Background: an optimization exercise with open tools, aiming at small area and a short achievable clock period. Do not read the settings as production practice. Only simulation tests tie the RTL to the original design; equivalence was not proved. No activity file was given, so power comes from the tool's default toggle rates.

**design.v**
```verilog
package cdq_pkg;
    localparam int SLOTS  = 16;
    localparam int ELEM_W = 32;
    localparam int NCELL  = SLOTS - 1;
    localparam int CNT_W  = $clog2(SLOTS);
    localparam logic [CNT_W-1:0] CNT_MAX = CNT_W'(NCELL);
    localparam logic [2:0] OP_PUSH_BACK  = 3'd0;
    localparam logic [2:0] OP_PUSH_FRONT = 3'd1;
    localparam logic [2:0] OP_POP_FRONT  = 3'd2;
    localparam logic [2:0] OP_POP_BACK   = 3'd3;
    localparam logic [2:0] OP_PEEK_FRONT = 3'd4;
    localparam logic [2:0] OP_PEEK_BACK  = 3'd5;
    localparam logic [2:0] OP_CLEAR      = 3'd6;
    localparam logic [1:0] ST_DONE  = 2'd0;
    localparam logic [1:0] ST_EMPTY = 2'd1;
    localparam logic [1:0] ST_FULL  = 2'd2;
    typedef logic [ELEM_W-1:0] t_elem;
endpackage
module circular_deque (
    input  logic                          i_clk,
    input  logic                          i_rst_n,
    input  logic                          i_valid,
    output logic                          o_ready,
    input  logic [2:0]                    i_opcode,
    input  logic [cdq_pkg::ELEM_W-1:0]    i_value,
    output logic                          o_valid,
    input  logic                          i_ready,
    output logic [1:0]                    o_status,
    output logic [cdq_pkg::ELEM_W-1:0]    o_read_value,
    output logic [cdq_pkg::CNT_W-1:0]     o_count,
    output logic                          o_is_empty,
    output logic                          o_is_full
);
    localparam int N = cdq_pkg::NCELL;
    localparam int W = cdq_pkg::ELEM_W;
    cdq_pkg::t_elem            mem [N];
    logic [N-1:0]              r_head;    
    logic [N-1:0]              r_tail;    
    logic [N-1:0]              head_m1, head_p1, tail_m1, tail_p1;
    logic [cdq_pkg::CNT_W-1:0] r_count;
    logic [cdq_pkg::CNT_W-1:0] n_count;
    logic                      n_empty, n_full;
    logic                      r_empty, r_full;
    logic                      r_valid;
    logic [1:0]                r_status;
    logic [1:0]                n_status;
    logic [cdq_pkg::CNT_W-1:0] r_out_count;
    logic                      r_out_empty, r_out_full;
    cdq_pkg::t_elem            r_rd;
    cdq_pkg::t_elem            n_rd;
    logic [N-1:0]              rd_sel;
    logic                      in_acc;
    logic                      push_b, push_f, pop_f, pop_b, rd_any, clr;
    assign o_ready = ~r_valid | i_ready;
    assign in_acc  = i_valid & o_ready;
    assign head_m1 = {r_head[0], r_head[N-1:1]};
    assign head_p1 = {r_head[N-2:0], r_head[N-1]};
    assign tail_m1 = {r_tail[0], r_tail[N-1:1]};
    assign tail_p1 = {r_tail[N-2:0], r_tail[N-1]};
    always_comb begin
        push_b   = 1'b0;
        push_f   = 1'b0;
        pop_f    = 1'b0;
        pop_b    = 1'b0;
        rd_any   = 1'b0;
        clr      = 1'b0;
        n_status = cdq_pkg::ST_DONE;
        case (i_opcode)
            cdq_pkg::OP_PUSH_BACK:  if (r_full) n_status = cdq_pkg::ST_FULL; else push_b = 1'b1;
            cdq_pkg::OP_PUSH_FRONT: if (r_full) n_status = cdq_pkg::ST_FULL; else push_f = 1'b1;
            cdq_pkg::OP_POP_FRONT:  if (r_empty) n_status = cdq_pkg::ST_EMPTY; else begin pop_f = 1'b1; rd_any = 1'b1; end
            cdq_pkg::OP_POP_BACK:   if (r_empty) n_status = cdq_pkg::ST_EMPTY; else begin pop_b = 1'b1; rd_any = 1'b1; end
            cdq_pkg::OP_PEEK_FRONT: if (r_empty) n_status = cdq_pkg::ST_EMPTY; else rd_any = 1'b1;
            cdq_pkg::OP_PEEK_BACK:  if (r_empty) n_status = cdq_pkg::ST_EMPTY; else rd_any = 1'b1;
            cdq_pkg::OP_CLEAR:      clr = 1'b1;
            default: ;
        endcase
    end
    always_comb begin
        n_count = r_count;
        if (clr) n_count = '0;
        else if (push_b | push_f) n_count = r_count + 1'b1;
        else if (pop_f | pop_b) n_count = r_count - 1'b1;
    end
    assign n_empty = (n_count == '0);
    assign n_full  = (n_count == cdq_pkg::CNT_MAX);
    assign rd_sel = i_opcode[0] ? tail_m1 : r_head;
    cdq_pkg::t_elem rd_acc [N+1];
    assign rd_acc[0] = '0;
    for (genvar g = 0; g < N; g++) begin : g_rd
        assign rd_acc[g+1] = rd_acc[g] | (mem[g] & {W{rd_sel[g]}});
    end
    assign n_rd = rd_acc[N] & {W{rd_any}};
    for (genvar g = 0; g < N; g++) begin : g_slot
        always_ff @(posedge i_clk) begin
            if (!r_full && (head_m1[g] || r_tail[g])) mem[g] <= i_value;
        end
    end
    always_ff @(posedge i_clk) begin
        if (!i_rst_n) begin
            r_head  <= {{(N-1){1'b0}}, 1'b1};
            r_tail  <= {{(N-1){1'b0}}, 1'b1};
            r_count <= '0;
            r_empty <= 1'b1;
            r_full  <= 1'b0;
            r_valid <= 1'b0;
        end else begin
            if (in_acc) begin
                r_count <= n_count;
                r_empty <= n_empty;
                r_full  <= n_full;
                r_valid <= 1'b1;
                if (push_f) r_head <= head_m1;
                else if (pop_f) r_head <= head_p1;
                if (clr) r_tail <= r_head;
                else if (push_b) r_tail <= tail_p1;
                else if (pop_b) r_tail <= tail_m1;
            end else if (i_ready) begin
                r_valid <= 1'b0;
            end
        end
        if (o_ready) begin
            r_status    <= n_status;
            r_rd        <= n_rd;
            r_out_count <= n_count;
            r_out_empty <= n_empty;
            r_out_full  <= n_full;
        end
    end
    assign o_valid      = r_valid;
    assign o_status     = r_status;
    assign o_read_value = r_rd;
    assign o_count      = r_out_count;
    assign o_is_empty   = r_out_empty;
    assign o_is_full    = r_out_full;
endmodule
```
**run.sh**
```bash
#!/bin/bash
# synth_recipe.tcl (not shown) runs the flow's synth.tcl, then flattens the netlist and writes it again
# the make line also repeats each setting of config.mk as NAME=value (left out here)
make -C /OpenROAD-flow-scripts/flow DESIGN_CONFIG=/design/flow/config.mk WORK_HOME=/design/flow/orfs CLKGATE_MAP_FILE= SYNTH_SCRIPT=/design/flow/synth_recipe.tcl finish
```
**config.mk**
```make
export PLATFORM = sky130hd
export DESIGN_NAME = circular_deque
export DESIGN_NICKNAME = circular_deque
export VERILOG_FILES = /design/flow/design.v
export SDC_FILE = /design/flow/constraint.sdc
export NUM_CORES = 4
export LEC_CHECK = 0
export CAP_MARGIN = 20
export CORE_MARGIN = 2
export CORE_UTILIZATION = 40
export CTS_CLUSTER_DIAMETER = 100
export CTS_CLUSTER_SIZE = 25
export SETUP_SLACK_MARGIN = 1.5
export SLEW_MARGIN = 20
```
**constraint.sdc**
```tcl
create_clock -name core_clock -period 3.2 [get_ports {i_clk}]
set_input_delay 0.6400 -clock core_clock [delete_from_list [all_inputs] [get_ports {i_clk}]]
set_output_delay 0.6400 -clock core_clock [all_outputs]
set_load 0.01 [all_outputs]
```
==> flow_metrics.tcl, run 1 <==
set metrics [dict create \
    grt_start_max_net_pins 38 \
    yosys.area.top_type_share_pct 75.9 \
    finalCriticalPeriod_ps 1920 \
    critPathMaxFanout 1 \
    antenna_found_initial 2 \
    grt_pass1_wl_um 94200 \
    critPathMaxStageDelay_ps 500 \
    crit_path_end_kind "output pin" \
    initial_utilization_pct 40.3 \
    yosys_warnings 3 \
    finalPower_mw 13.6 \
    synth-edff-count 520 \
    crit_path_start_kind "flop" \
    final_core_util_pct 50.6 \
    synthArstFlopShare_pct 0 \
    grt_pass1_vias 12513 \
    max_freq_mhz 520 \
    synth_nets 1177 \
    synth_cell_types 53 \
    final_common_cell "edfxtp_1" \
    dp_hpwl_um 27900 \
    setup_viol 0 \
    postSynthAreaPerCell_um2 18.1 \
    ir_worst_vdd_v 0.000345 \
    area_growth_pct 25.8 \
    power_leakage_nw 8.71 \
    hold_slack_ps 518 \
    rsz0062_at_grt "yes" \
    via_per_inst 6.38 \
    path_class "flop to output pin" \
    insertion_delay_ps 610 \
    report.final.slew_viol_count 0 \
    nets 1411 \
    tns_ps 0 \
    grt_use_met3_pct 4.90 \
    wl_per_cell_um 33.0 \
    diodes 0 \
    power_density_mw_per_mm2 526 \
    hold_class "flop to flop" \
    die_w_um 231 \
    dieArea_mm2 0.0533 \
    critPathSlowestCell "edfxtp_1" \
    synthTopCellsByArea "edfxtp_1, dfxtp_1, a22oi_1" \
    hold_buffers 0 \
    cp.required_ps 2560 \
    track_usage_pct 25.0 \
    run_status "no timing/DRC/antenna violations" \
    drt-total-wl_um 67800 \
    layout_common_cells "edfxtp_1, buf_4, a22oi_1" \
    layout_setup_ws_ps 1280 \
    synth_top_cell_by_area "edfxtp_1" \
    antenna_left 0 \
    io_buffers 80 \
    ioPinCount 81 \
    htreeDepth 1 \
    tightestPinTransition_ps 661 \
    cp_top_family "flip-flops" \
    coreArea_mm2 0.0511 \
    timing.final.crit_share_pct 60.1 \
    syn_inst 1136 \
    path_cells "buf_2" \
    clkSinkCount 557 \
    slew_headroom_pct 55.9 \
    ys_ff_latch 557 \
    grtUsageMet2_pct 40.1 \
    top_usage_layer "met2" \
    netlist_area_mm2 0.0206 \
    grt_overflow 0 \
    drive_above_1_share_pct 31.6 \
    ys_seq_area_share_pct 79.5 \
    cp.arrival_ps 1280 \
    clk_pin_slew_ps 110 \
    firstDrtPassIters 8 \
    fin_skew_ps 33.3 \
    route.detailed.drc 0 \
    numCtsBuffers 26 \
    final_hold_viol_count 0 \
    drt_iter0_drc 1781 \
    routed-via-count 13129 \
    die_h_um 231 \
    clockBufferDepth 3 \
    cts_tree "yes" \
    ys.flop_type "edfxtp_1" \
    root_buffer "clkbuf_16" \
    grt_use_met1_pct 33.5 \
    maxCapViolCount 0 \
    routabilityCongestion 0.739 \
    place_ws_ps 151 \
    rows 83 \
    path_buf_inv 1 \
]
-- what timing repair did --
| action | 4_1_cts | 5_1_grt |
|---|---|---|
| pin swaps | 78 | 59 |
| gates resized for setup | 334 | 80 |
| endpoints found under the setup margin | 431 | 276 |
| cloned | 33 | 4 |
| buffers inserted | 92 | 21 |
-- state kept, by name, indices dropped and copies added (netlist names) --
register / cells
r_tail: 15
r_out_full: 1
r_status: 2
r_full: 1
r_out_empty: 1
r_head: 15
r_empty: 1
r_valid: 1
r_out_count: 4
r_rd: 32
r_count: 4
mem: 480
-- logic make-up (layout without fill, tap and decap cells) --
logic type | count (synthesis) | in the layout | synth area share, %
and+or+nand+nor | 134 | 136 | 3.53
muxes | 48 | 76 | 2.51
AOI/OAI and AO/OA | 319 | 319 | 12.6
buffers and inverters | 74 | 286 | 1.65
adders and majority gates | 2 | 2 | 0.122
DFF | 557 | 557 | 79.5
xor gates and xnor gates | 2 | 2 | 0.0852
-- where the power goes --
group / internal [mW] / switching, mW / leakage [nW]
Combinational: 0.553 / 0.837 / 3.14
Sequential: 8.32 / 0.154 / 5.22
Clock: 1.52 / 2.22 / 0.347
-- stage by stage --
step / instance area (µm²) / cells
floorplan: 21300 / 1136
global placement: 22800 / 1872
detailed placement: 22800 / 1872
CTS: 25300 / 2033
global route: 25900 / 2058
finish: 25900 / 2058
-- synth_stat cells (all sizes together) (2+ instances only) --
cell,n
dfxtp,37
o31ai,2
a31oi,33
o211a,14
or3,2
edfxtp,520
inv,6
a21oi,17
and2,3
nand2,22
a21boi,3
a221oi,53
a22oi,86
nand3b,2
buf,27
mux2i,32
nor2,48
o21ai,6
a22o,67
a222oi,32
and3,22
ha,2
and4,11
nand3,4
nand2b,3
clkbuf,41
nor3b,2
nor4b,2
mux2,16
nor3,2
nor2b,7
-- layout make-up --
cell class | instances | area (µm²)
inverters | 6 | 25.0
multi-input cells | 535 | 5330
flip-flops and latches | 557 | 16400
fillers | 4130 | 25200
well taps | 680 | 851
repair buffers | 244 | 2550
clock buffers | 34 | 681
clock inverters | 2 | 36.3
-- path summary, 6_finish.rpt --
kind         cells after the start          endpoint        from  slack (ps)
min                              2        r_count[3]  r_count[3]         520
min reg2reg                      2        r_count[3]  r_count[3]         520
max                              1  o_read_value[17]    r_rd[17]        1280
max reg2reg                      4           r_rd[6]   r_tail[1]        1340
-- layer usage --
metal	up-vias	wire (µm)
met5	-	22
met4	4	3190
met3	186	7340
met2	849	31700
met1	6831	25600
li1	5259	-
==> inputs of run 2 (changes only) <==
--- a/config.mk
+++ b/config.mk
@@ -8,7 +8,5 @@
 export CAP_MARGIN = 20
 export CORE_MARGIN = 2
 export CORE_UTILIZATION = 40
-export CTS_CLUSTER_DIAMETER = 100
-export CTS_CLUSTER_SIZE = 25
 export SETUP_SLACK_MARGIN = 1.5
 export SLEW_MARGIN = 20
==> run 2 against run 1 <==
Still clean on timing, DRC and antenna. Count of clock-buffer cells in the layout grew 34. Clock skew down 2.3 ps. Sequential share of layout area decreased by 3.2 points. Global-route usage rose by 0.32 points. Cell count rose by 5.2%. Critical endpoint unchanged. Largest cell class unchanged.
==> flow_metrics.tcl, run 2 <==
set metrics [dict create \
    run_status "no timing/DRC/antenna violations" \
    dp_hpwl_um 27900 \
    dieArea_mm2 0.0533 \
    setup_viol 0 \
    via_per_inst 6.24 \
    route.detailed.drc 0 \
    worstReg2RegEnd "r_rd[28]" \
    insertion_delay_ps 630 \
    grt_pass1_wl_um 95400 \
    htreeDepth 2 \
    largest-register "mem" \
    io_buffers 80 \
    r2r_cells 5 \
    rows 83 \
    syn_inst 1136 \
    firstDrtPassIters 8 \
    hold_buffers 0 \
    stdcell_area_mm2 0.0274 \
    cts_tree "yes" \
    root_buffer "clkbuf_16" \
    path_class "flop to output pin" \
    coreArea_mm2 0.0511 \
    critPathSlowestCell "edfxtp_1" \
    drt_iter0_drc 1889 \
    track_usage_pct 25.3 \
    whs_endpoint "r_count[3]" \
    cp_top_family "flip-flops" \
    critPathMaxStageDelay_ps 470 \
    antenna_found_initial 2 \
    holdPathStages 2 \
    final_hold_viol_count 0 \
    worstHoldStart "r_count[3]" \
    drive_above_1_share_pct 35.4 \
    r2r_start "r_head[1]" \
    ioPinCount 81 \
    initial_utilization_pct 40.3 \
    grt_pass1_vias 12916 \
    placed_area_mm2 0.0228 \
    cp.required_ps 2560 \
    ys_seq_area_share_pct 79.5 \
    postSynthAreaPerCell_um2 18.1 \
    clkSinkCount 557 \
    maxCapViolCount 0 \
    largest_reg_flops 480 \
    timing.final.crit_share_pct 59.6 \
    hold_slack_ps 506 \
    tightestPinTransition_ps 686 \
    routed-via-count 13499 \
    clk_pin_slew_ps 60 \
    hold_class "flop to flop" \
    diodes 0 \
    wl_per_cell_um 31.9 \
    final_common_cell "edfxtp_1" \
    crit_path_end_kind "output pin" \
    synthTopCellsByArea "edfxtp_1, dfxtp_1, a22oi_1" \
    path_buf_inv 1 \
    synth_nets 1177 \
    cp.arrival_ps 1270 \
    yosys_warnings 3 \
    largest_registers "mem x480, r_rd x32" \
    finalCriticalPeriod_ps 1910 \
    power_density_mw_per_mm2 600 \
    numCtsBuffers 56 \
    synth_cell_types 53 \
    clockBufferDepth 3 \
    antenna_left 0 \
    instances_no_fill 2164 \
    drt-total-wl_um 69100 \
    synth_most_common_cell "edfxtp_1" \
    rsz0062_at_grt "yes" \
    power_leakage_nw 9.46 \
    r2r_slack_ps 1350 \
    layout_common_cells "edfxtp_1, buf_4, a22oi_1" \
    die_w_um 231 \
    yosys.area.top_type_share_pct 75.9 \
    ys.flop_type "edfxtp_1" \
    synthArstFlopShare_pct 0 \
    die_h_um 231 \
    nets 1479 \
    crit_path_start_kind "flop" \
    grt_start_max_net_pins 38 \
    synthTopCellsByCount "edfxtp_1, a22oi_1, a22o_1, a221oi_1, nor2_1" \
    slew_headroom_pct 54.3 \
    fin_skew_ps 31.1 \
    finalPower_mw 16.4 \
    area_growth_pct 33.0 \
    tns_ps 0 \
    synth_top_cell_by_area "edfxtp_1" \
    ir_worst_vdd_v 0.000356 \
    report.final.slew_viol_count 0 \
    netlist_area_mm2 0.0206 \
    critPathMaxFanout 1 \
    ys_ff_latch 557 \
    synth-edff-count 520 \
    grt_overflow 0 \
    routabilityCongestion 0.739 \
    dpl.cell_count 1872 \
    path_cells "buf_2" \
    max_freq_mhz 524 \
]
## run 2: cell counts after synthesis
No cell type changed its count.
## run 2: cell families (layout without fill, tap and decap cells)
logic type,count (synthesis),in the layout,synth area share [%]
AOI/OAI and AO/OA,319,319,12.6
xor gates and xnor gates,2,2,0.0852
adders and majority gates,2,2,0.122
buffers and inverters,74,390,1.65
DFF,557,557,79.5
muxes,48,78,2.51
and+or+nand+nor,134,136,3.53
## run 2: through the flow
stage | utilization (%) | setup WS [ps]
6_report | 53.5 | 1290
5_1_grt | 53.5 | 1270
4_1_cts | 51.9 | 1140
3_5_place_dp | 44.5 | 151
3_3_place_gp | 44.5 | 155
2_1_floorplan | - | 1180
## run 2: worst max-delay path by stage
stage,from,end,cells after the start
floorplan,i_opcode[0],r_rd[16],6
global placement,i_opcode[0],r_rd[6],7
detailed placement,i_opcode[0],r_rd[6],7
CTS,i_ready,o_ready,3
global route,r_rd[13],o_read_value[13],1
finish,r_rd[17],o_read_value[17],1
## run 2: power by group
part           leakage (nW)  internal [mW]  switching [mW]
Sequential             5.23           8.32           0.138
Clock                 0.879           3.72            2.81
Combinational          3.35          0.574           0.851
## run 2: per-layer routing
layer / part of all wire (%) / up-vias / track usage [%]
li1: - / 5433 / -
met1: 36 / 6936 / 32.3
met2: 47 / 908 / 40.8
met3: 12 / 218 / 6.58
met4: 5.1 / 4 / 11.1
met5: 0.030 / - / 0
## run 2: cell type report
type                    count  area [µm²]
well taps                 680         851
clock buffers              68        1450
flip-flops and latches    557       16500
clock inverters            36         369
inverters                   6        27.5
multi-input cells         537        5270
repair buffers            280        2910
fillers                  3955       23700
## run 2: what timing repair did
| action | CTS | global route |
|---|---|---|
| buffers inserted | 109 | 40 |
| gates cloned | 33 | 6 |
| gates resized for setup | 333 | 92 |
| pin swaps | 52 | 59 |
| setup endpoints to repair | 431 | 204 |
==> inputs of run 3 (changes only) <==
--- a/design.v
+++ b/design.v
@@ -104,6 +104,11 @@
             r_empty <= 1'b1;
             r_full  <= 1'b0;
             r_valid <= 1'b0;
+            r_status    <= cdq_pkg::ST_DONE;
+            r_rd        <= '0;
+            r_out_count <= '0;
+            r_out_empty <= 1'b1;
+            r_out_full  <= 1'b0;
         end else begin
             if (in_acc) begin
                 r_count <= n_count;
@@ -118,13 +123,13 @@
             end else if (i_ready) begin
                 r_valid <= 1'b0;
             end
-        end
-        if (o_ready) begin
-            r_status    <= n_status;
-            r_rd        <= n_rd;
-            r_out_count <= n_count;
-            r_out_empty <= n_empty;
-            r_out_full  <= n_full;
+            if (o_ready) begin
+                r_status    <= n_status;
+                r_rd        <= n_rd;
+                r_out_count <= n_count;
+                r_out_empty <= n_empty;
+                r_out_full  <= n_full;
+            end
         end
     end
     assign o_valid      = r_valid;
--- a/config.mk
+++ b/config.mk
@@ -8,5 +8,7 @@
 export CAP_MARGIN = 20
 export CORE_MARGIN = 2
 export CORE_UTILIZATION = 40
-export SETUP_SLACK_MARGIN = 1.5
+export CTS_CLUSTER_DIAMETER = 100
+export CTS_CLUSTER_SIZE = 25
+export SETUP_SLACK_MARGIN = 1.3
 export SLEW_MARGIN = 20
==> run 3 against run 2 <==
Register-to-register slack worse by 20 ps. First-iteration DRC count down 9.2%. Total power down 19%. Synthesized cell count up 15%. Utilization down 5.0 points. Via count down 1.9%. Sequential share of layout area up 3.7 points. Global-route usage down 1.6 points. Sequential power down 2%. Sequential cell count unchanged.
==> flow_metrics.tcl, run 3 <==
set metrics [dict create \
    run_status "no timing/DRC/antenna violations" \
    synth_top_cell_by_area "edfxtp_1" \
    numCtsBuffers 26 \
    antenna_found_initial 1 \
    die_w_um 233 \
    drt_iter0_drc 1715 \
    whs_endpoint "r_tail[0]" \
    tns_ps 0 \
    track_usage_pct 23.7 \
    path_class "flop to output pin" \
    critPathMaxStageDelay_ps 330 \
    rows 83 \
    hold_slack_ps 324 \
    worstReg2RegEnd "r_rd[26]" \
    insertion_delay_ps 600 \
    tightestPinTransition_ps 733 \
    grt_start_max_net_pins 53 \
    firstDrtPassIters 7 \
    crit_path_start_kind "flop" \
    grt_pass1_vias 12517 \
    final_hold_viol_count 0 \
    r2r_slack_ps 1330 \
    synthTopCellsByArea "edfxtp_1, dfxtp_1, a22o_1" \
    yosys_warnings 3 \
    r2r_start "r_tail[12]" \
    postSynthAreaPerCell_um2 16.1 \
    grt_pass1_wl_um 91400 \
    htreeDepth 1 \
    synth_nets 1344 \
    synth_cell_types 48 \
    instances_no_fill 2145 \
    synthArstFlopShare_pct 0 \
    initial_utilization_pct 40.6 \
    ys_seq_area_share_pct 76.1 \
    power_density_mw_per_mm2 529 \
    hold_class "input port to flop" \
    routed-via-count 13237 \
    drive_above_1_share_pct 21.4 \
    grt_overflow 0 \
    io_buffers 80 \
    final_common_cell "edfxtp_1" \
    finalCriticalPeriod_ps 1940 \
    drt-total-wl_um 67000 \
    via_per_inst 6.17 \
    area_growth_pct 19.5 \
    setup_viol 0 \
    synth-edff-count 480 \
    dpl.cell_count 2020 \
    clkSinkCount 557 \
    largest_registers "mem x480, r_rd x32" \
    cts_tree "yes" \
    antenna_left 0 \
    root_buffer "clkbuf_16" \
    stdcell_area_mm2 0.0251 \
    cp.required_ps 2560 \
    fill_cells 4277 \
    synthTopCellsByCount "edfxtp_1, nand2_1, a22o_1, a221oi_1, dfxtp_1" \
    path_cells "nor2b_4 > clkinv_4 > clkbuf_2" \
    route.detailed.drc 0 \
    syn_inst 1303 \
    synth_most_common_cell "edfxtp_1" \
    timing.final.crit_share_pct 60.5 \
    holdPathStages 2 \
    dp_hpwl_um 28400 \
    clockBufferDepth 3 \
    ys_ff_latch 557 \
    routabilityCongestion 0.744 \
    crit_path_end_kind "output pin" \
    maxCapViolCount 0 \
    r2r_cells 5 \
    yosys.area.top_type_share_pct 68.8 \
    clk_pin_slew_ps 100 \
    report.final.slew_viol_count 0 \
    fin_skew_ps 13.4 \
    ir_worst_vdd_v 0.000423 \
    slew_headroom_pct 51.1 \
    wl_per_cell_um 31.2 \
    worstHoldStart "i_rst_n" \
    max_freq_mhz 516 \
    ioPinCount 81 \
    layout_common_cells "edfxtp_1, nand2_1, a22o_1" \
    rsz0062_at_grt "yes" \
    ys.flop_type "edfxtp_1" \
    netlist_area_mm2 0.0210 \
    largest_reg_flops 480 \
    nets 1485 \
    die_h_um 233 \
    dieArea_mm2 0.0543 \
    placed_area_mm2 0.0231 \
    cp.arrival_ps 1300 \
    final_core_util_pct 48.5 \
    coreArea_mm2 0.0516 \
    critPathMaxFanout 2 \
    largest-register "mem" \
    critPathSlowestCell "dfxtp_2" \
    power_leakage_nw 8.49 \
]
==> run 3: repair_timing <==
item	CTS	global route
endpoints found under the setup margin	296	118
gates cloned	23	11
resized for setup	133	61
pin swaps	8	5
hold buffers	0	0
setup buffers	22	20
==> run 3: worst max-delay path by stage <==
| stage | from | endpoint | slack (ps) | depth (start not counted) |
|---|---|---|---|---|
| 6_report | r_valid | o_ready | 1260 | 3 |
| 3_5_place_dp | i_opcode[0] | r_rd[3] | 190 | 7 |
| 4_1_cts | r_valid | o_ready | 1080 | 3 |
| 5_1_grt | r_valid | o_ready | 1220 | 3 |
| 3_3_place_gp | i_opcode[0] | r_rd[3] | 170 | 7 |
| 2_1_floorplan | i_opcode[0] | r_rd[28] | 1190 | 7 |
==> run 3: per-stage QoR <==
stage	worst slack [ps]	power, mW
floorplan	1190	8.96
global placement	172	9.38
detailed placement	193	9.40
CTS	1080	13.2
global route	1220	13.6
finish	1260	13.3
==> run 3: final cells by class <==
type	count	area, µm²	share of cell area, %
clock buffers	45	722	2.88
inverters	7	31.3	0.125
well taps	680	851	3.40
multi-input cells	689	5810	23.2
diodes	1	2.50	0.00999
repair buffers	163	1590	6.33
flip-flops and latches	557	16000	63.9
clock inverters	3	37.5	0.150
==> run 3: power breakdown <==
part,internal (mW),switching (mW)
registers,8.16,0.124
clock network,1.57,2.26
logic,0.418,0.716
total,10.2,3.10
==> run 3: kinds of logic after synthesis <==
kind of cell | synth area share, %
mux | 2.58
compound gates | 12.0
buf+inv | 1.98
fa+ha+maj | 0.119
simple gates | 7.17
xor+xnor | 0.0836
flops | 76.1
==> run 3: worst max-delay path, delay by kind of cell, from the launching register on <==
| family | cells | cell delay, ps |
|---|---|---|
| and+or+nand+nor | 1 | 170 |
| buffers and inverters | 2 | 190 |
| DFF | 1 | 330 |
==> run 3: routing by layer <==
| layer | GRT usage, % | vias up | share of wire [%] |
|---|---|---|---|
| met4 | 7.21 | 2 | 3.8 |
| li1 | - | 5552 | - |
| met3 | 3.44 | 146 | 11 |
| met5 | 0 | - | 0.019 |
| met1 | 32.7 | 6754 | 39 |
| met2 | 38.9 | 783 | 46 |
==> inputs of run 4 (changes only) <==
--- a/config.mk
+++ b/config.mk
@@ -5,6 +5,7 @@
 export SDC_FILE = /design/flow/constraint.sdc
 export NUM_CORES = 4
 export LEC_CHECK = 0
+export ABC_AREA = 1
 export CAP_MARGIN = 20
 export CORE_MARGIN = 2
 export CORE_UTILIZATION = 40
==> run 4 against run 3 <==
Critical path type unchanged. Register-to-register slack better by 60 ps. Die area is 7.7% higher. Wire length is 8.8% higher. Clock skew is 8.6 ps higher. Highest routed layer is now met4.
==> flow_metrics.tcl, run 4 <==
set metrics [dict create \
    run_status "no timing/DRC/antenna violations" \
    finalCriticalPeriod_ps 1980 \
    routabilityCongestion 0.825 \
    syn_inst 2017 \
    die_h_um 242 \
    largest_reg_flops 480 \
    hold_buffers 0 \
    firstDrtPassIters 6 \
    slew_headroom_pct 47.6 \
    power_frac_clock_pct 27.7 \
    die_w_um 242 \
    swShare_pct 26.9 \
    synthTopCellsByArea "edfxtp_1, nand3_1, dfxtp_1" \
    wl_per_cell_um 25.4 \
    tns_ps 0 \
    timing.final.crit_share_pct 61.7 \
    initial_utilization_pct 40.2 \
    rows 87 \
    synthTopCellsByCount "nand3_1, edfxtp_1, nand2_1, nor2_1, dfxtp_1" \
    tightestPinTransition_ps 786 \
    synth_nets 2058 \
    crit_path_end_kind "output pin" \
    pwr-share-seq_pct 58.7 \
    antenna_left 0 \
    ys_seq_area_share_pct 70.6 \
    layout_setup_ws_ps 1220 \
    track_usage_pct 24.4 \
    layout_common_cells "nand3_1, edfxtp_1, nand2_1" \
    netlist_area_mm2 0.0226 \
    rsz0062_at_grt "yes" \
    cp.required_ps 2560 \
    grt_start_max_net_pins 43 \
    ys.flop_type "edfxtp_1" \
    path_class "flop to output pin" \
    crit_path_start_kind "flop" \
    place_ws_ps 281 \
    ir_worst_vdd_v 0.000383 \
    fill_cells 5186 \
    drive_above_1_share_pct 9.77 \
    clkSinkCount 557 \
    coreArea_mm2 0.0562 \
    maxCapViolCount 0 \
    setup_viol 0 \
    p_int_mw 10.6 \
    yosys_warnings 3 \
    power_leakage_nw 9.54 \
    area_growth_pct 13.6 \
    synth-edff-count 480 \
    io_buffers 80 \
    route.detailed.drc 0 \
    routed-via-count 16502 \
    report.final.slew_viol_count 0 \
    insertion_delay_ps 620 \
    drt_iter0_drc 2141 \
    numCtsBuffers 27 \
    synth_most_common_cell "nand3_1" \
    p_sw_mw 3.91 \
    ys_ff_latch 557 \
    max_freq_mhz 506 \
    power_frac_comb_pct 13.5 \
    largest_registers "mem x480, r_rd x32" \
    cts_tree "yes" \
    clk_pin_slew_ps 100 \
    fin_skew_ps 22.0 \
    synthArstFlopShare_pct 0 \
    dp_hpwl_um 40600 \
    clockBufferDepth 3 \
    yosys.area.top_type_share_pct 63.8 \
    hold_class "flop to flop" \
    synth_cell_types 29 \
    antenna_found_initial 1 \
    via_per_inst 5.76 \
    final_hold_viol_count 0 \
    ioPinCount 81 \
    dieArea_mm2 0.0584 \
    htreeDepth 1 \
    grt_pass1_vias 15732 \
    synth_top_cell_by_area "edfxtp_1" \
    drt-total-wl_um 72900 \
    nets 2132 \
    power_density_mw_per_mm2 567 \
    postSynthAreaPerCell_um2 11.2 \
    final_common_cell "nand3_1" \
    largest-register "mem" \
    critPathMaxFanout 2 \
    cp.arrival_ps 1340 \
    root_buffer "clkbuf_16" \
    grt_pass1_wl_um 106000 \
    grt_overflow 0 \
]
==> run 4: cell types whose count changed after synthesis, sizes merged, moves of 35 or more <==
| cell | change |
|---|---|
| nand4 | -35 |
| buf | +37 |
| nand2 | +237 |
| nand3 | +506 |
| a21oi | +66 |
| and3 | -51 |
| a22o | -92 |
| o21ai | +69 |
| nor2 | +144 |
| inv | +72 |
| a22oi | -74 |
| a221oi | -79 |
==> run 4: cell type report <==
| cell class | count | area, µm² | share of cell area [%] |
|---|---|---|---|
| sequential | 557 | 16000 | 62.3 |
| inverter | 79 | 305 | 1.19 |
| timing repair buffer | 167 | 1660 | 6.48 |
| tap | 756 | 946 | 3.68 |
| multi-input combinational | 1259 | 5950 | 23.2 |
| clock inverter | 5 | 86.3 | 0.336 |
| clock buffer | 42 | 732 | 2.85 |
| antenna | 1 | 2.50 | 0.00975 |
==> run 4: cells by family after synthesis <==
| family | synth area share (%) |
|---|---|
| AOI/OAI and AO/OA | 4.37 |
| and+or+nand+nor | 20.9 |
| buffers and inverters | 4.07 |
| adders and majority gates | 0.111 |
| DFF | 70.6 |
==> run 4: repair_timing <==
action                                 CTS  global route
gates resized for setup                114            33
endpoints found under the hold margin    0             0
cloned                                   1             0
setup endpoints to repair              131            72
setup buffers                            2             1
pin swaps                                2             1
==> run 4: path summary, 6_finish.rpt <==
kind	from	cells past startpoint	end	slack [ps]
setup / recovery	r_valid	3	o_ready	1220
hold / removal	r_rd[22]	2	r_rd[22]	470
setup reg to reg	r_head[2]	8	r_rd[14]	1390
hold reg to reg	r_rd[22]	2	r_rd[22]	470
==> run 4: metrics by stage <==
stage | instances | area, µm² | utilization [%] | total power, mW | hold WS [ps]
final | 2866 | 25700 | 45.7 | 14.5 | 468
after global routing | 2866 | 25700 | 45.7 | 15.0 | 490
after detailed placement | 2814 | 24800 | 44.1 | 10.6 | 460
after floorplan | 2017 | 22700 | - | 9.69 | 441
after CTS | 2864 | 25600 | 45.6 | 14.6 | 472
after global placement | 2814 | 24800 | 44.1 | 10.6 | 456
==> run 4: metal layers <==
layer  track usage (%)  wire [µm]  part of all wire (%)
met5                 0          0                     0
met4              9.75       3210                   4.4
met3              3.82       7050                   9.7
met2              38.3      33000                    45
met1              34.1      29700                    41
==> run 4: power by group through the flow <==
stage | Combinational, mW | Clock, mW | Sequential (mW)
3_3_place_gp | 1.91 | 0 | 8.70
4_1_cts | 1.93 | 4.08 | 8.55
3_5_place_dp | 1.93 | 0 | 8.71
6_report | 1.97 | 4.03 | 8.55
2_1_floorplan | 1.01 | 0 | 8.68
5_1_grt | 2.10 | 4.31 | 8.59
==> run 4: worst max-delay path: stages, from the launching register on <==
cell,delay [ps]
dfxtp_2,340
inv_2,30
or2_4,230
buf_6,120
==> inputs of run 5 (changes only) <==
--- a/design.v
+++ b/design.v
@@ -42,6 +42,7 @@
     logic                      n_empty, n_full;
     logic                      r_empty, r_full;
     logic                      r_valid;
+    logic                      r_idle;     
     logic [1:0]                r_status;
     logic [1:0]                n_status;
     logic [cdq_pkg::CNT_W-1:0] r_out_count;
@@ -51,7 +52,7 @@
     logic [N-1:0]              rd_sel;
     logic                      in_acc;
     logic                      push_b, push_f, pop_f, pop_b, rd_any, clr;
-    assign o_ready = ~r_valid | i_ready;
+    assign o_ready = r_idle | i_ready;
     assign in_acc  = i_valid & o_ready;
     assign head_m1 = {r_head[0], r_head[N-1:1]};
     assign head_p1 = {r_head[N-2:0], r_head[N-1]};
@@ -104,6 +105,7 @@
             r_empty <= 1'b1;
             r_full  <= 1'b0;
             r_valid <= 1'b0;
+            r_idle  <= 1'b1;
             r_status    <= cdq_pkg::ST_DONE;
             r_rd        <= '0;
             r_out_count <= '0;
@@ -115,6 +117,7 @@
                 r_empty <= n_empty;
                 r_full  <= n_full;
                 r_valid <= 1'b1;
+                r_idle  <= 1'b0;
                 if (push_f) r_head <= head_m1;
                 else if (pop_f) r_head <= head_p1;
                 if (clr) r_tail <= r_head;
@@ -122,6 +125,7 @@
                 else if (pop_b) r_tail <= tail_m1;
             end else if (i_ready) begin
                 r_valid <= 1'b0;
+                r_idle  <= 1'b1;
             end
             if (o_ready) begin
                 r_status    <= n_status;
--- a/config.mk
+++ b/config.mk
@@ -5,7 +5,6 @@
 export SDC_FILE = /design/flow/constraint.sdc
 export NUM_CORES = 4
 export LEC_CHECK = 0
-export ABC_AREA = 1
 export CAP_MARGIN = 20
 export CORE_MARGIN = 2
 export CORE_UTILIZATION = 40
==> run 5 against run 4 <==
Still clean on timing, DRC and antenna. Worst setup slack improved by 71 ps. Design area fell by 4.5%. Combinational power fell by 46%. Sequential cell count rose by 1. Area after synthesis fell by 7.5%. Largest cell class unchanged. Largest power group unchanged. Highest routed layer unchanged.
==> flow_metrics.tcl, run 5 <==
set metrics [dict create \
    run_status "no timing/DRC/antenna violations" \
    ys_ff_latch 558 \
    power_frac_comb_pct 8.1 \
    worstReg2RegEnd "r_rd[31]" \
    insertion_delay_ps 610 \
    finalPower_mw 13.2 \
    synth_compound_area_share_pct 13.2 \
    r2r_start "r_tail[6]" \
    clk_pin_slew_ps 100 \
    antenna_left 0 \
    layout_setup_ws_ps 1300 \
    final_common_cell "edfxtp_1" \
    largest-register "mem" \
    ioPinCount 81 \
    p_sw_mw 3.04 \
    die_h_um 233 \
    nets 1444 \
    grt_pass1_wl_um 87400 \
    grt_start_max_net_pins 79 \
    largest_registers "mem x480, r_rd x32" \
    hold_buffers 0 \
    synth-simple-area-share_pct 5.34 \
    grt_pass1_vias 12213 \
    tightestPinTransition_ps 738 \
    synthTopCellsByArea "edfxtp_1, dfxtp_1, a22oi_1" \
    setup_viol 0 \
    rows 83 \
    grt_overflow 0 \
    report.final.slew_viol_count 0 \
    antenna_found_initial 0 \
    swShare_pct 23.1 \
    drive_above_1_share_pct 20.8 \
    firstDrtPassIters 5 \
    die_w_um 233 \
    synthArstFlopShare_pct 0 \
    hold_class "flop to flop" \
    power_leakage_nw 7.70 \
    crit_path_end_kind "output pin" \
    track_usage_pct 22.4 \
    io_buffers 80 \
    muxShareOfSynthArea_pct 2.64 \
    drt-total-wl_um 61000 \
    final_hold_viol_count 0 \
    slew_headroom_pct 50.8 \
    cp.arrival_ps 1260 \
    routed-via-count 12791 \
    ys_seq_area_share_pct 76.4 \
    largest_reg_flops 480 \
    coreArea_mm2 0.0515 \
    via_per_inst 6.08 \
    clockBufferDepth 3 \
    crit_path_start_kind "flop" \
    fill_cells 4376 \
    maxCapViolCount 0 \
    numCtsBuffers 26 \
    initial_utilization_pct 40.6 \
    synth_top_family_by_area "compound AO/OA/AOI/OAI gates" \
    timing.final.crit_share_pct 59.5 \
    root_buffer "clkbuf_16" \
    stdcell_area_mm2 0.0245 \
    pwr-share-seq_pct 62.9 \
    synth_top_cell_by_area "edfxtp_1" \
    yosys.area.top_type_share_pct 68.9 \
    synth-edff-count 480 \
    syn_inst 1295 \
    p_int_mw 10.1 \
    clkSinkCount 558 \
    wl_per_cell_um 29.0 \
    route.detailed.drc 0 \
    path_class "flop to output pin" \
    area_growth_pct 17.3 \
    critPathMaxFanout 7 \
    yosys_warnings 3 \
    drt_iter0_drc 1422 \
    holdPathStages 2 \
    power_density_mw_per_mm2 537 \
    dp_hpwl_um 28700 \
    r2r_slack_ps 1300 \
    cp.required_ps 2560 \
    synth_cell_types 52 \
    r2r_cells 6 \
    routabilityCongestion 0.770 \
    layout_common_cells "edfxtp_1, a22oi_1, nor2_1" \
    yosys.area_share.adder_pct 0.120 \
    dieArea_mm2 0.0541 \
    synthTopCellsByCount "edfxtp_1, a22oi_1, dfxtp_1, nor2_1, a21oi_1" \
    netlist_area_mm2 0.0209 \
    ir_worst_vdd_v 0.000410 \
    whs_endpoint "r_out_count[3]" \
    synth_xor_area_share_pct 0.126 \
    postSynthAreaPerCell_um2 16.1 \
    place_ws_ps 180 \
    final_core_util_pct 47.6 \
    finalCriticalPeriod_ps 1900 \
    placed_area_mm2 0.0230 \
    ys.flop_type "edfxtp_1" \
    cts_tree "yes" \
    htreeDepth 1 \
    synth_nets 1336 \
    fin_skew_ps 20.8 \
    worstHoldStart "r_out_count[3]" \
    max_freq_mhz 525 \
    tns_ps 0 \
    synth_most_common_cell "edfxtp_1" \
    power_frac_clock_pct 29.0 \
    rsz0062_at_grt "yes" \
]
run 5: cell families after synthesis:
logic type / count (synthesis)
flops: 558
compound gates: 368
simple gates: 228
buf+inv: 86
mux: 50
xor+xnor: 3
fa+ha+maj: 2
run 5: cell type report:
type	instances	area (µm²)	share of cell area (%)
clock buffer	45	732	2.98
antenna	1	2.50	0.0102
inverter	5	26.3	0.107
tap	680	851	3.47
clock inverter	3	33.8	0.138
multi-input combinational	661	5270	21.5
sequential	558	16000	65.3
timing repair buffer	151	1590	6.49
run 5: how the worst max path moves through the flow:
stage	from	end	slack, ps
after floorplan	r_full	mem[10][0]	860
after global placement	i_opcode[0]	r_rd[31]	170
after detailed placement	i_opcode[0]	r_rd[18]	180
after CTS	r_idle	o_ready	1220
after global routing	r_idle	o_ready	1260
final	r_idle	o_ready	1300
run 5: worst max-delay path, cell delays in order (launching register included):
cell and delay, ps:
dfxtp_2 340, nor2_4 130, inv_4 70, buf_2 140
run 5: per-layer routing:
| layer | vias to the layer above | share of wire, % | GRT usage (%) |
|---|---|---|---|
| met5 | - | 0 | 0 |
| met4 | 0 | 2.2 | 4.86 |
| met3 | 85 | 7.1 | 2.83 |
| met2 | 548 | 48 | 36.9 |
| met1 | 6702 | 43 | 31.8 |
| li1 | 5456 | - | - |
run 5: power by group through the flow:
stage	Sequential [mW]	Combinational, mW	Clock [mW]
after CTS	8.29	1.05	3.85
after global routing	8.32	1.13	4.10
after floorplan	8.43	0.534	0
final	8.29	1.07	3.82
after detailed placement	8.45	0.977	0
after global placement	8.44	0.964	0
run 5: stage by stage:
step | hold WS, ps | cells
6_report | 453 | 2104
5_1_grt | 475 | 2103
4_1_cts | 456 | 2097
3_5_place_dp | 445 | 2014
3_3_place_gp | 443 | 2014
2_1_floorplan | 473 | 1295
run 5: what timing repair did:
item                                    in CTS  in global routing
hold endpoints to repair                     0                  0
pin swaps                                    4                  2
endpoints found under the setup margin     174                115
gates resized for setup                    138                 45
gates cloned                                11                  0
setup buffers                               24                  6
==> inputs of run 6 (changes only) <==
--- a/config.mk
+++ b/config.mk
@@ -7,7 +7,7 @@
 export LEC_CHECK = 0
 export CAP_MARGIN = 20
 export CORE_MARGIN = 2
-export CORE_UTILIZATION = 40
+export CORE_UTILIZATION = 55
 export CTS_CLUSTER_DIAMETER = 100
 export CTS_CLUSTER_SIZE = 25
 export SETUP_SLACK_MARGIN = 1.3
==> run 6 against run 5 <==
Still clean. First-iteration DRC count is 2.8% lower. Wire length is 1.2% lower. Die area is 27% lower. Register-to-register slack better by 50 ps. Sequential cell count stayed put. Count of clock-buffer cells in the layout is 1 higher. Critical path depth stayed put. Hold slack worse by 17 ps. Cell count is 6.9% lower. Utilization is 18 points higher.
==> flow_metrics.tcl, run 6 <==
set metrics [dict create \
    tns_ps 0 \
    grt_pass1_vias 12109 \
    insertion_delay_ps 600 \
    clkSinkCount 558 \
    area_growth_pct 17.6 \
    final_hold_viol_count 0 \
    path_class "flop to output pin" \
    dieArea_mm2 0.0396 \
    ir_worst_vdd_v 0.000449 \
    synth_nets 1336 \
    via_per_inst 6.59 \
    synth-edff-count 480 \
    grt_pass1_wl_um 86100 \
    crit_path_start_kind "flop" \
    power_leakage_nw 7.87 \
    maxCapViolCount 0 \
    clockBufferDepth 3 \
    die_w_um 199 \
    timing.final.crit_share_pct 59.6 \
    fin_skew_ps 24.8 \
    synthArstFlopShare_pct 0 \
    synth_cell_types 52 \
    r2r_slack_ps 1350 \
    largest_reg_flops 480 \
    grt_overflow 0 \
    clk_pin_slew_ps 100 \
    crit_path_end_kind "output pin" \
    ys_seq_area_share_pct 76.4 \
    cts_tree "yes" \
    ioPinCount 81 \
    r2r_start "r_head[1]" \
    slew_headroom_pct 50.7 \
    track_usage_pct 30.8 \
    route.detailed.drc 0 \
    synthTopCellsByCount "edfxtp_1, a22oi_1, dfxtp_1, nor2_1, a21oi_1" \
    synth_top_family_by_area "compound AO/OA/AOI/OAI gates" \
    synth_compound_area_share_pct 13.2 \
    largest_registers "mem x480, r_rd x32" \
    largest-register "mem" \
    root_buffer "clkbuf_16" \
    worstHoldStart "i_ready" \
    setup_viol 0 \
    finalPower_mw 13.3 \
    drive_above_1_share_pct 21.3 \
    wl_per_cell_um 30.8 \
    routabilityCongestion 0.777 \
    max_freq_mhz 524 \
    finalCriticalPeriod_ps 1910 \
    tightestPinTransition_ps 739 \
    report.final.slew_viol_count 0 \
    synth_xor_area_share_pct 0.126 \
    drt_iter0_drc 1382 \
    routed-via-count 12901 \
    synth_most_common_cell "edfxtp_1" \
    instances_no_fill 1958 \
    critPathLaunch "r_idle" \
    coreArea_mm2 0.0376 \
    layout_setup_ws_ps 1290 \
    dpl.cell_count 1851 \
    hold_slack_ps 437 \
    rows 71 \
    final_common_cell "edfxtp_1" \
    run_status "no timing/DRC/antenna violations" \
    firstDrtPassIters 5 \
    synthTopCellsByArea "edfxtp_1, dfxtp_1, a22oi_1" \
    place_ws_ps 180 \
    nets 1468 \
    initial_utilization_pct 55.6 \
    ys.flop_type "edfxtp_1" \
    layout_common_cells "edfxtp_1, a22oi_1, buf_4" \
    dp_hpwl_um 28900 \
    numCtsBuffers 26 \
    power_density_mw_per_mm2 541 \
    placed_area_mm2 0.0229 \
    cp.required_ps 2560 \
    yosys.area_share.adder_pct 0.120 \
    synth_top_cell_by_area "edfxtp_1" \
    postSynthAreaPerCell_um2 16.1 \
    htreeDepth 1 \
    diodes 0 \
    ys_ff_latch 558 \
    hold_class "input port to flop" \
    cp.arrival_ps 1270 \
    muxShareOfSynthArea_pct 2.64 \
    synth-simple-area-share_pct 5.34 \
    fill_cells 2627 \
    rsz0062_at_grt "yes" \
    final_core_util_pct 65.4 \
    yosys.area.top_type_share_pct 68.9 \
    netlist_area_mm2 0.0209 \
    grt_start_max_net_pins 40 \
    drt-total-wl_um 60200 \
    antenna_left 0 \
    critPathMaxFanout 7 \
    stdcell_area_mm2 0.0246 \
    die_h_um 199 \
    yosys_warnings 3 \
    io_buffers 80 \
    syn_inst 1295 \
    antenna_found_initial 0 \
]
[run 6: area by class of cell]
class	count	area (µm²)	area share [%]
clock buffers	46	747	3.04
inverters	5	26.3	0.107
repair buffers	177	1890	7.68
clock inverters	2	46.3	0.188
well taps	511	639	2.60
flip-flops and latches	558	16000	65.2
multi-input cells	659	5200	21.2
[run 6: worst paths after layout]
path / cells past startpoint / end
hold / removal: 3 / r_valid
hold reg to reg: 2 / r_status[1]
setup / recovery: 3 / o_ready
setup reg to reg: 6 / r_rd[3]
[run 6: timing repair]
action / 4_1_cts / 5_1_grt
setup endpoints to repair: 340 / 108
pin swaps: 6 / 4
gates cloned: 12 / 1
gates resized for setup: 128 / 51
hold buffers: 0 / 0
buffers inserted: 25 / 21
[run 6: cell families (layout without fill, tap and decap cells)]
kind of cell,after synthesis,count (layout)
DFF,558,558
AOI/OAI and AO/OA,368,368
and+or+nand+nor,228,228
buffers and inverters,86,230
muxes,50,58
xor gates and xnor gates,3,3
adders and majority gates,2,2
[run 6: power by group]
| group | switching (mW) | internal (mW) |
|---|---|---|
| Clock | 2.20 | 1.69 |
| Combinational | 0.709 | 0.411 |
| Sequential | 0.112 | 8.17 |
[run 6: worst max-delay path, cell delays in order, from the launching register on]
cell,delay [ps]
dfxtp_2,340
nor2_4,130
inv_4,60
buf_2,140
[run 6: layer usage]
metal  GRT usage [%]  share of wire (%)  vias to the layer above
met5               0                  0                        -
met4            8.43                2.7                        0
li1                -                  -                     5504
met2            50.0                 47                      628
met3            4.27                8.4                      104
met1            44.3                 42                     6665
==> inputs of run 7 (changes only) <==
==> flow/run.sh (new file) <==
#!/bin/bash
# Standard layout, except that the port buffers are plain buffers
# (buf_2) instead of the delay buffer buffer_ports picks by default.
set -o pipefail
export BUFFER_PORTS_ARGS="-buffer_cell sky130_fd_sc_hd__buf_2"
bash standard.sh > standard.log 2>&1
==> standard.sh (new file) <==
#!/bin/bash
# synth_recipe.tcl (not shown) runs the flow's synth.tcl, then flattens the netlist and writes it again
# the make line also repeats each setting of config.mk as NAME=value (left out here)
make -C /OpenROAD-flow-scripts/flow DESIGN_CONFIG=/design/flow/config.mk WORK_HOME=/design/flow/orfs CLKGATE_MAP_FILE= SYNTH_SCRIPT=/design/flow/synth_recipe.tcl "${@:-finish}"
--- a/config.mk
+++ b/config.mk
@@ -7,7 +7,7 @@
 export LEC_CHECK = 0
 export CAP_MARGIN = 20
 export CORE_MARGIN = 2
-export CORE_UTILIZATION = 55
+export CORE_UTILIZATION = 40
 export CTS_CLUSTER_DIAMETER = 100
 export CTS_CLUSTER_SIZE = 25
 export SETUP_SLACK_MARGIN = 1.3
removed: run.sh
==> run 7 against run 6 <==
Clock power is essentially flat. Sequential cell count is the same. Total power shrank 1.1%. Critical path depth is the same. Largest cell class unchanged. Largest power group unchanged. Area after synthesis is the same. Global-route usage shrank 10 points. Sequential power is essentially flat. Register-to-register slack lost 80 ps. Combinational power shrank 12%. Via count shrank 2.8%. Still clean on timing, DRC and antenna.
==> flow_metrics.tcl, run 7 <==
set metrics [dict create \
    track_usage_pct 20.5 \
    grt_overflow 0 \
    cp.arrival_ps 2230 \
    firstDrtPassIters 5 \
    synth_cell_types 52 \
    final_core_util_pct 46.2 \
    postSynthAreaPerCell_um2 16.1 \
    synth_top_cell_by_area "edfxtp_1" \
    cp_top_family "simple AND/OR/NAND/NOR gates" \
    fill_cells 4447 \
    root_buffer "clkbuf_16" \
    netlist_area_mm2 0.0209 \
    syn_inst 1295 \
    tightestPinTransition_ps 774 \
    antenna_left 0 \
    drt-total-wl_um 58300 \
    max_freq_mhz 519 \
    cp.required_ps 3500 \
    rsz0062_at_grt "yes" \
    critPathMaxFanout 18 \
    instances_no_fill 2072 \
    synthTopCellsByCount "edfxtp_1, a22oi_1, dfxtp_1, nor2_1, a21oi_1" \
    clockBufferDepth 3 \
    critPathMaxStageDelay_ps 620 \
    clkSinkCount 558 \
    crit_path_end_kind "flop" \
    routabilityCongestion 0.777 \
    placed_area_mm2 0.0226 \
    ys_seq_area_share_pct 76.4 \
    via_per_inst 6.06 \
    stdcell_area_mm2 0.0238 \
    path_cells "nor2_1 > nor2_4 > buf_12" \
    ioPinCount 81 \
    largest_registers "mem x480, r_rd x32" \
    io_buffers 80 \
    layout_common_cells "edfxtp_1, a22oi_1, buf_2" \
    drive_above_1_share_pct 20.8 \
    r2r_cells 3 \
    holdPathStages 2 \
    fin_skew_ps 28.2 \
    coreArea_mm2 0.0515 \
    grt_start_max_net_pins 42 \
    nets 1416 \
    worstHoldStart "i_valid" \
    die_w_um 233 \
    die_h_um 233 \
    whs_endpoint "r_idle" \
    critPathSlowestCell "nor2_4" \
    dpl.cell_count 2010 \
    largest_reg_flops 480 \
    tns_ps 0 \
    finalPower_mw 13.1 \
    dieArea_mm2 0.0541 \
    r2r_slack_ps 1270 \
    synth-edff-count 480 \
    slew_headroom_pct 48.4 \
    ir_worst_vdd_v 0.000419 \
    r2r_start "r_tail[0]" \
    final_hold_viol_count 0 \
    synth_most_common_cell "edfxtp_1" \
    timing.final.crit_share_pct 60.2 \
    grt_pass1_vias 11927 \
    synthTopCellsByArea "edfxtp_1, dfxtp_1, a22oi_1" \
    drt_iter0_drc 1451 \
    power_leakage_nw 7.52 \
    antenna_found_initial 3 \
    rows 83 \
    final_common_cell "edfxtp_1" \
    clk_pin_slew_ps 100 \
    grt_pass1_wl_um 81800 \
    numCtsBuffers 26 \
    largest-register "mem" \
    synth_nets 1336 \
    routed-via-count 12546 \
    worstReg2RegEnd "mem[0][16]" \
    maxCapViolCount 0 \
    path_buf_inv 1 \
    power_density_mw_per_mm2 553 \
    setup_viol 0 \
    route.detailed.drc 0 \
    crit_path_start_kind "flop" \
    insertion_delay_ps 620 \
    wl_per_cell_um 28.1 \
    synthArstFlopShare_pct 0 \
    yosys.area.top_type_share_pct 68.9 \
    place_ws_ps 435 \
    hold_class "input port to flop" \
    run_status "no timing/DRC/antenna violations" \
    area_growth_pct 13.8 \
    ys_ff_latch 558 \
    path_class "flop to flop" \
    dp_hpwl_um 28600 \
    hold_slack_ps 247 \
    initial_utilization_pct 40.6 \
    report.final.slew_viol_count 0 \
    finalCriticalPeriod_ps 1930 \
    htreeDepth 1 \
    yosys_warnings 3 \
    cts_tree "yes" \
    ys.flop_type "edfxtp_1" \
    layout_setup_ws_ps 1270 \
]
[run 7: cell types whose count changed in the layout (fill, tap and decap cells not counted), sizes merged, moves of 4 or more]
cell	delta
dlygate4sd2	-5
mux2	-4
buf	+30
clkdlybuf4s15	-30
clkdlybuf4s50	-34
clkbuf	-12
[run 7: worst register-to-register path, cell delays in order (launching register included)]
cell     delay [ps]
dfxtp_1         560
nor2_1          150
nor2_4          620
buf_12          300
[run 7: layout make-up]
class | instances | area [µm²] | share of cell area (%)
timing repair buffer | 129 | 963 | 4.05
clock buffer | 40 | 703 | 2.96
antenna | 2 | 5.00 | 0.0210
sequential | 558 | 16000 | 67.2
multi-input combinational | 655 | 5190 | 21.8
inverter | 5 | 23.8 | 0.0999
tap | 680 | 851 | 3.58
clock inverter | 3 | 76.3 | 0.321
[run 7: how the worst max path moves through the flow]
stage	from	end	slack [ps]	cells after the start
2_1_floorplan	r_full	mem[10][0]	860	2
3_3_place_gp	i_opcode[0]	r_rd[25]	440	7
3_5_place_dp	i_opcode[0]	r_rd[6]	430	7
4_1_cts	r_head[5]	r_rd[1]	1230	5
5_1_grt	r_tail[0]	mem[0][16]	1210	3
6_report	r_tail[0]	mem[0][16]	1270	3
[run 7: kinds of logic (layout without fill, tap and decap cells)]
logic type / count (synthesis) / after routing / share of synthesized area, %
mux: 50 / 54 / 2.64
buf+inv: 86 / 177 / 2.18
xor+xnor: 3 / 3 / 0.126
fa+ha+maj: 2 / 2 / 0.120
other cells: 0 / 2 / 0
flops: 558 / 558 / 76.4
compound gates: 368 / 368 / 13.2
simple gates: 228 / 228 / 5.34
[run 7: per-layer routing]
| metal | vias up | track usage, % | wire [µm] |
|---|---|---|---|
| li1 | 5386 | - | - |
| met1 | 6538 | 29.2 | 25100 |
| met2 | 534 | 33.5 | 27400 |
| met4 | 2 | 5.08 | 1510 |
| met3 | 86 | 2.72 | 4290 |
| met5 | - | 0 | 13 |
[run 7: what timing repair did]
action | CTS | global route
buffers inserted | 4 | 8
pin swaps | 3 | 1
gates resized for setup | 16 | 24
hold buffers | 0 | 0
gates cloned | 1 | 4
hold endpoints to repair | 0 | 0
endpoints found under the setup margin | 128 | 46
[run 7: report_power, final]
| group | switching, mW | internal, mW |
|---|---|---|
| sequential | 0.109 | 8.17 |
| combinational | 0.673 | 0.312 |
| clock | 2.25 | 1.63 |
| total | 3.03 | 10.1 |
==> inputs of run 8 (changes only) <==
--- a/config.mk
+++ b/config.mk
@@ -10,5 +10,5 @@
 export CORE_UTILIZATION = 40
 export CTS_CLUSTER_DIAMETER = 100
 export CTS_CLUSTER_SIZE = 25
-export SETUP_SLACK_MARGIN = 1.3
+export SETUP_SLACK_MARGIN = 1.45
 export SLEW_MARGIN = 20
==> run 8 against run 7 <==
Global-route usage is 2.1 points higher. Synthesized cell count unchanged. Maximum frequency grew 5.3%. Largest cell class unchanged. Clock power fell by 2%. First-iteration DRC count is 31% higher. Worst setup slack better by 97 ps. Sequential power is essentially flat.
==> flow_metrics.tcl, run 8 <==
set metrics [dict create \
    run_status "no timing/DRC/antenna violations" \
    die_w_um 233 \
    root_buffer "clkbuf_16" \
    area_growth_pct 19.6 \
    dieArea_mm2 0.0541 \
    finalCriticalPeriod_ps 1830 \
    routabilityCongestion 0.778 \
    rows 83 \
    dp_hpwl_um 26700 \
    largest_reg_flops 480 \
    hold_buffers 0 \
    final_hold_viol_count 0 \
    rsz0062_at_grt "yes" \
    synthTopCellsByCount "edfxtp_1, a22oi_1, dfxtp_1, nor2_1, a21oi_1" \
    numCtsBuffers 26 \
    cp.arrival_ps 1190 \
    maxCapViolCount 0 \
    syn_inst 1295 \
    diodes 0 \
    initial_utilization_pct 40.6 \
    timing.final.crit_share_pct 57.2 \
    yosys.area.top_type_share_pct 68.9 \
    netlist_area_mm2 0.0209 \
    drt_iter0_drc 1894 \
    htreeDepth 1 \
    swShare_pct 23.5 \
    report.final.slew_viol_count 0 \
    route.detailed.drc 0 \
    crit_path_start_kind "flop" \
    tns_ps 0 \
    clockBufferDepth 3 \
    fill_cells 4387 \
    largest-register "mem" \
    setup_viol 0 \
    max_freq_mhz 546 \
    insertion_delay_ps 600 \
    tightestPinTransition_ps 555 \
    r2r_cells 4 \
    synth_top_cell_by_area "edfxtp_1" \
    largest_registers "mem x480, r_rd x32" \
    power_leakage_nw 8.05 \
    cp.required_ps 2560 \
    power_frac_clock_pct 28.7 \
    antenna_found_initial 2 \
    critPathMaxFanout 2 \
    ys_seq_area_share_pct 76.4 \
    hold_class "input port to flop" \
    synth-edff-count 480 \
    firstDrtPassIters 5 \
    pwr-share-seq_pct 62.5 \
    track_usage_pct 22.6 \
    r2r_start "r_tail[11]" \
    nets 1491 \
    synthTopCellsByArea "edfxtp_1, dfxtp_1, a22oi_1" \
    drive_above_1_share_pct 29.7 \
    grt_overflow 0 \
    clkSinkCount 558 \
    ioPinCount 81 \
    layout_setup_ws_ps 1370 \
    io_buffers 80 \
    postSynthAreaPerCell_um2 16.1 \
    p_sw_mw 3.11 \
    ir_worst_vdd_v 0.000411 \
    final_core_util_pct 48.5 \
    power_density_mw_per_mm2 530 \
    r2r_slack_ps 1450 \
    crit_end "o_ready" \
    critPathLaunch "r_idle" \
    power_frac_comb_pct 8.8 \
    p_int_mw 10.1 \
    clk_pin_slew_ps 100 \
    path_class "flop to output pin" \
    antenna_left 0 \
    final_common_cell "edfxtp_1" \
    place_ws_ps 434 \
    worstReg2RegEnd "r_rd[25]" \
    via_per_inst 6.22 \
    coreArea_mm2 0.0515 \
    layout_common_cells "edfxtp_1, a22oi_1, buf_4" \
    finalPower_mw 13.3 \
    yosys_warnings 3 \
    synth_most_common_cell "edfxtp_1" \
    cts_tree "yes" \
    synth_nets 1336 \
    synthArstFlopShare_pct 0 \
    wl_per_cell_um 31.4 \
    slew_headroom_pct 63.0 \
    grt_pass1_wl_um 88300 \
    drt-total-wl_um 67400 \
    ys_ff_latch 558 \
    grt_start_max_net_pins 79 \
    ys.flop_type "edfxtp_1" \
    fin_skew_ps 13.7 \
    synth_cell_types 52 \
    crit_path_end_kind "output pin" \
    routed-via-count 13363 \
    die_h_um 233 \
    hold_slack_ps 247 \
    grt_pass1_vias 12349 \
]
==> run 8: cell count changes in the layout (fill, tap and decap cells not counted), moves of 11 or more <==
cell     delta
buf_2      -26
buf_4      +44
mux2_4     +11
dfxtp_1    -53
dfxtp_2    +42
dfxtp_4    +11
buf_6      +33
==> run 8: worst min-delay path by stage <==
stage	startpoint	to	slack, ps	cells past startpoint
5_1_grt	i_valid	r_idle	270	2
2_1_floorplan	r_count[3]	r_count[3]	470	2
6_report	i_valid	r_idle	250	2
3_3_place_gp	r_status[0]	r_status[0]	440	2
3_5_place_dp	r_status[0]	r_status[0]	440	2
4_1_cts	i_valid	r_idle	240	2
==> run 8: metal layers <==
layer,global-route usage [%],routed length [µm]
met5,0,16
met3,3.68,6890
met2,36.2,31200
met4,5.51,1750
met1,32.3,27600
==> run 8: kinds of logic (layout without fill, tap and decap cells) <==
kind of cell | after synthesis | count (layout) | synth area share [%]
AND/OR/NAND/NOR | 228 | 228 | 5.34
adder cells (fa/ha/maj) | 2 | 2 | 0.120
flip-flops | 558 | 558 | 76.4
buffers and inverters | 86 | 240 | 2.18
AO/OA/AOI/OAI | 368 | 368 | 13.2
XOR/XNOR | 3 | 3 | 0.126
multiplexers | 50 | 70 | 2.64
==> run 8: power by group through the flow <==
stage	clock network, mW	logic (mW)	registers [mW]
finish	3.80	1.17	8.29
global route	4.07	1.23	8.31
CTS	3.84	1.04	8.28
detailed placement	0	0.921	8.44
global placement	0	0.910	8.43
floorplan	0	0.544	8.43
==> run 8: critical path, stage by stage (launching register included) <==
cell	delay [ps]
dfxtp_2	340
nor2_4	90
inv_2	50
buf_6	110
==> run 8: final cells by class <==
cell class	count	area, µm²	area share (%)
clock buffer	44	718	2.87
clock inverter	3	40.0	0.160
inverter	5	23.8	0.0951
multi-input combinational	671	5560	22.2
sequential	558	16100	64.3
tap	680	851	3.40
timing repair buffer	188	1730	6.92
==> run 8: metrics by stage <==
stage	instance area [µm²]	std cells
floorplan	21600	1295
global placement	22500	2006
detailed placement	22500	2006
CTS	24200	2100
global route	25000	2149
finish	25000	2149
==> run 8: repair_timing <==
item / in CTS / in global routing
pin swaps: 5 / 6
hold endpoints to repair: 0 / 0
gates resized for setup: 116 / 62
endpoints found under the setup margin: 472 / 98
setup buffers: 35 / 36
cloned: 12 / 13
==> inputs of run 9 (changes only) <==
--- a/config.mk
+++ b/config.mk
@@ -10,5 +10,5 @@
 export CORE_UTILIZATION = 40
 export CTS_CLUSTER_DIAMETER = 100
 export CTS_CLUSTER_SIZE = 25
-export SETUP_SLACK_MARGIN = 1.45
+export SETUP_SLACK_MARGIN = 1.6
 export SLEW_MARGIN = 20
==> run 9 against run 8 <==
Via count rose by 6.2%. Critical path depth did not move. Combinational power rose by 19%. Total power rose by 2.1%. Worst setup slack got worse by 33 ps. Die area did not move. Critical path type unchanged.
==> flow_metrics.tcl, run 9 <==
set metrics [dict create \
    grt_start_max_net_pins 61 \
    syn_inst 1295 \
    critPathMaxFanout 7 \
    grt_pass1_vias 13367 \
    routed-via-count 14185 \
    holdPathStages 2 \
    initial_utilization_pct 40.6 \
    ir_worst_vdd_v 0.000462 \
    io_buffers 80 \
    tns_ps 0 \
    crit_path_end_kind "output pin" \
    maxCapViolCount 0 \
    wl_per_cell_um 32.9 \
    pwr-share-seq_pct 61.2 \
    track_usage_pct 26.4 \
    synth_cell_types 52 \
    root_buffer "clkbuf_16" \
    max_freq_mhz 536 \
    hold_class "input port to flop" \
    final_core_util_pct 52.1 \
    postSynthAreaPerCell_um2 16.1 \
    htreeDepth 1 \
    synthTopCellsByCount "edfxtp_1, a22oi_1, dfxtp_1, nor2_1, a21oi_1" \
    via_per_inst 6.39 \
    yosys.area.top_type_share_pct 68.9 \
    power_leakage_nw 8.75 \
    synth_most_common_cell "edfxtp_1" \
    power_density_mw_per_mm2 505 \
    ys_ff_latch 558 \
    p_sw_mw 3.28 \
    area_growth_pct 28.2 \
    nets 1560 \
    hold_slack_ps 267 \
    coreArea_mm2 0.0515 \
    report.final.slew_viol_count 0 \
    ys_seq_area_share_pct 76.4 \
    die_w_um 233 \
    dp_hpwl_um 27400 \
    clk_pin_slew_ps 90 \
    highest_layer "met5" \
    synthTopCellsByArea "edfxtp_1, dfxtp_1, a22oi_1" \
    yosys_warnings 3 \
    largest_reg_flops 480 \
    firstDrtPassIters 5 \
    timing.final.crit_share_pct 58.3 \
    synth_nets 1336 \
    tightestPinTransition_ps 527 \
    rsz0062_at_grt "yes" \
    route.detailed.drc 0 \
    dieArea_mm2 0.0541 \
    path_class "flop to output pin" \
    finalPower_mw 13.5 \
    grt_pass1_wl_um 101000 \
    drt_iter0_drc 1922 \
    final_common_cell "edfxtp_1" \
    routabilityCongestion 0.755 \
    drive_above_1_share_pct 40.0 \
    clockBufferDepth 3 \
    largest-register "mem" \
    grt_overflow 0 \
    ys.flop_type "edfxtp_1" \
    rows 83 \
    drt-total-wl_um 73000 \
    run_status "no timing/DRC/antenna violations" \
    finalCriticalPeriod_ps 1860 \
    final_hold_viol_count 0 \
    clkSinkCount 558 \
    numCtsBuffers 26 \
    dr_wl_met2_um 32400 \
    slew_headroom_pct 64.9 \
    p_int_mw 10.3 \
    hold_buffers 0 \
    insertion_delay_ps 630 \
    antenna_left 0 \
    ioPinCount 81 \
    layout_common_cells "edfxtp_1, a22oi_1, buf_4" \
    crit_path_start_kind "flop" \
    wirelength_met1_um 28200 \
    synth-edff-count 480 \
    power_frac_comb_pct 10.2 \
    cp.arrival_ps 1220 \
    setup_viol 0 \
    cts_tree "yes" \
    r2r_cells 11 \
    largest_registers "mem x480, r_rd x32" \
    fin_skew_ps 40.0 \
    swShare_pct 24.2 \
    power_frac_clock_pct 28.5 \
    synthArstFlopShare_pct 0 \
    cp.required_ps 2560 \
    antenna_found_initial 5 \
    synth_top_cell_by_area "edfxtp_1" \
    dr_wl_met3_um 8920 \
    netlist_area_mm2 0.0209 \
    die_h_um 233 \
]
## run 9: cell counts after synthesis
Identical to the previous run, type by type.
## run 9: per-layer routing
layer  vias up  track usage (%)
met4         8             9.85
met1      7284             36.8
met3       211             6.27
met5         -                0
li1       5718                -
met2       964             40.3
## run 9: repair_timing
action,CTS,global route
buffers inserted,96,28
resized for setup,266,122
hold endpoints to repair,0,0
pin swaps,50,69
endpoints found under the setup margin,560,190
gates cloned,38,4
## run 9: logic make-up after synthesis
| family | count (synthesis) | synth area share [%] |
|---|---|---|
| compound gates | 368 | 13.2 |
| xor+xnor | 3 | 0.126 |
| fa+ha+maj | 2 | 0.120 |
| buf+inv | 86 | 2.18 |
| flops | 558 | 76.4 |
| mux | 50 | 2.64 |
| simple gates | 228 | 5.34 |
## run 9: area by class of cell
type                    instances  area, µm²
diodes                          2       5.00
flip-flops and latches        558      16200
well taps                     680        851
inverters                       5       28.8
multi-input cells             680       6200
clock inverters                 5       56.3
repair buffers                248       2800
fillers                      4157      24700
clock buffers                  43        714
## run 9: path summary, 6_finish.rpt
path               startpoint     endpoint  slack (ps)
setup reg to reg       r_idle     r_rd[27]        1380
hold reg to reg   r_status[1]  r_status[1]         470
setup / recovery       r_idle      o_ready        1340
hold / removal        i_valid       r_idle         270
## run 9: worst max-delay path, stage by stage, from the launching register on
cell	delay [ps]
dfxtp_2	340
nor2_4	110
inv_4	70
buf_6	120
## run 9: per-stage QoR
step / cells / worst slack [ps] / area, µm²
floorplan: 1295 / 1190 / 21600
global placement: 2005 / 497 / 22500
detailed placement: 2005 / 462 / 22500
CTS: 2187 / 1320 / 26000
global route: 2219 / 1290 / 26800
finish: 2221 / 1340 / 26800
## run 9: power groups by stage
stage | combinational (mW) | sequential, mW | clock (mW)
final | 1.39 | 8.29 | 3.86
after global routing | 1.44 | 8.31 | 4.12
after CTS | 1.24 | 8.28 | 3.89
after detailed placement | 0.917 | 8.45 | 0
after global placement | 0.901 | 8.44 | 0
after floorplan | 0.545 | 8.43 | 0

Setup slack of run 9, layout unchanged: 1.336 ns with ideal ports, 1.280 ns with driving cells assumed (clock clkbuf_16, inputs buf_2), 0.637 ns with port delays also shifted by the 0.668 ns mid clock arrival.
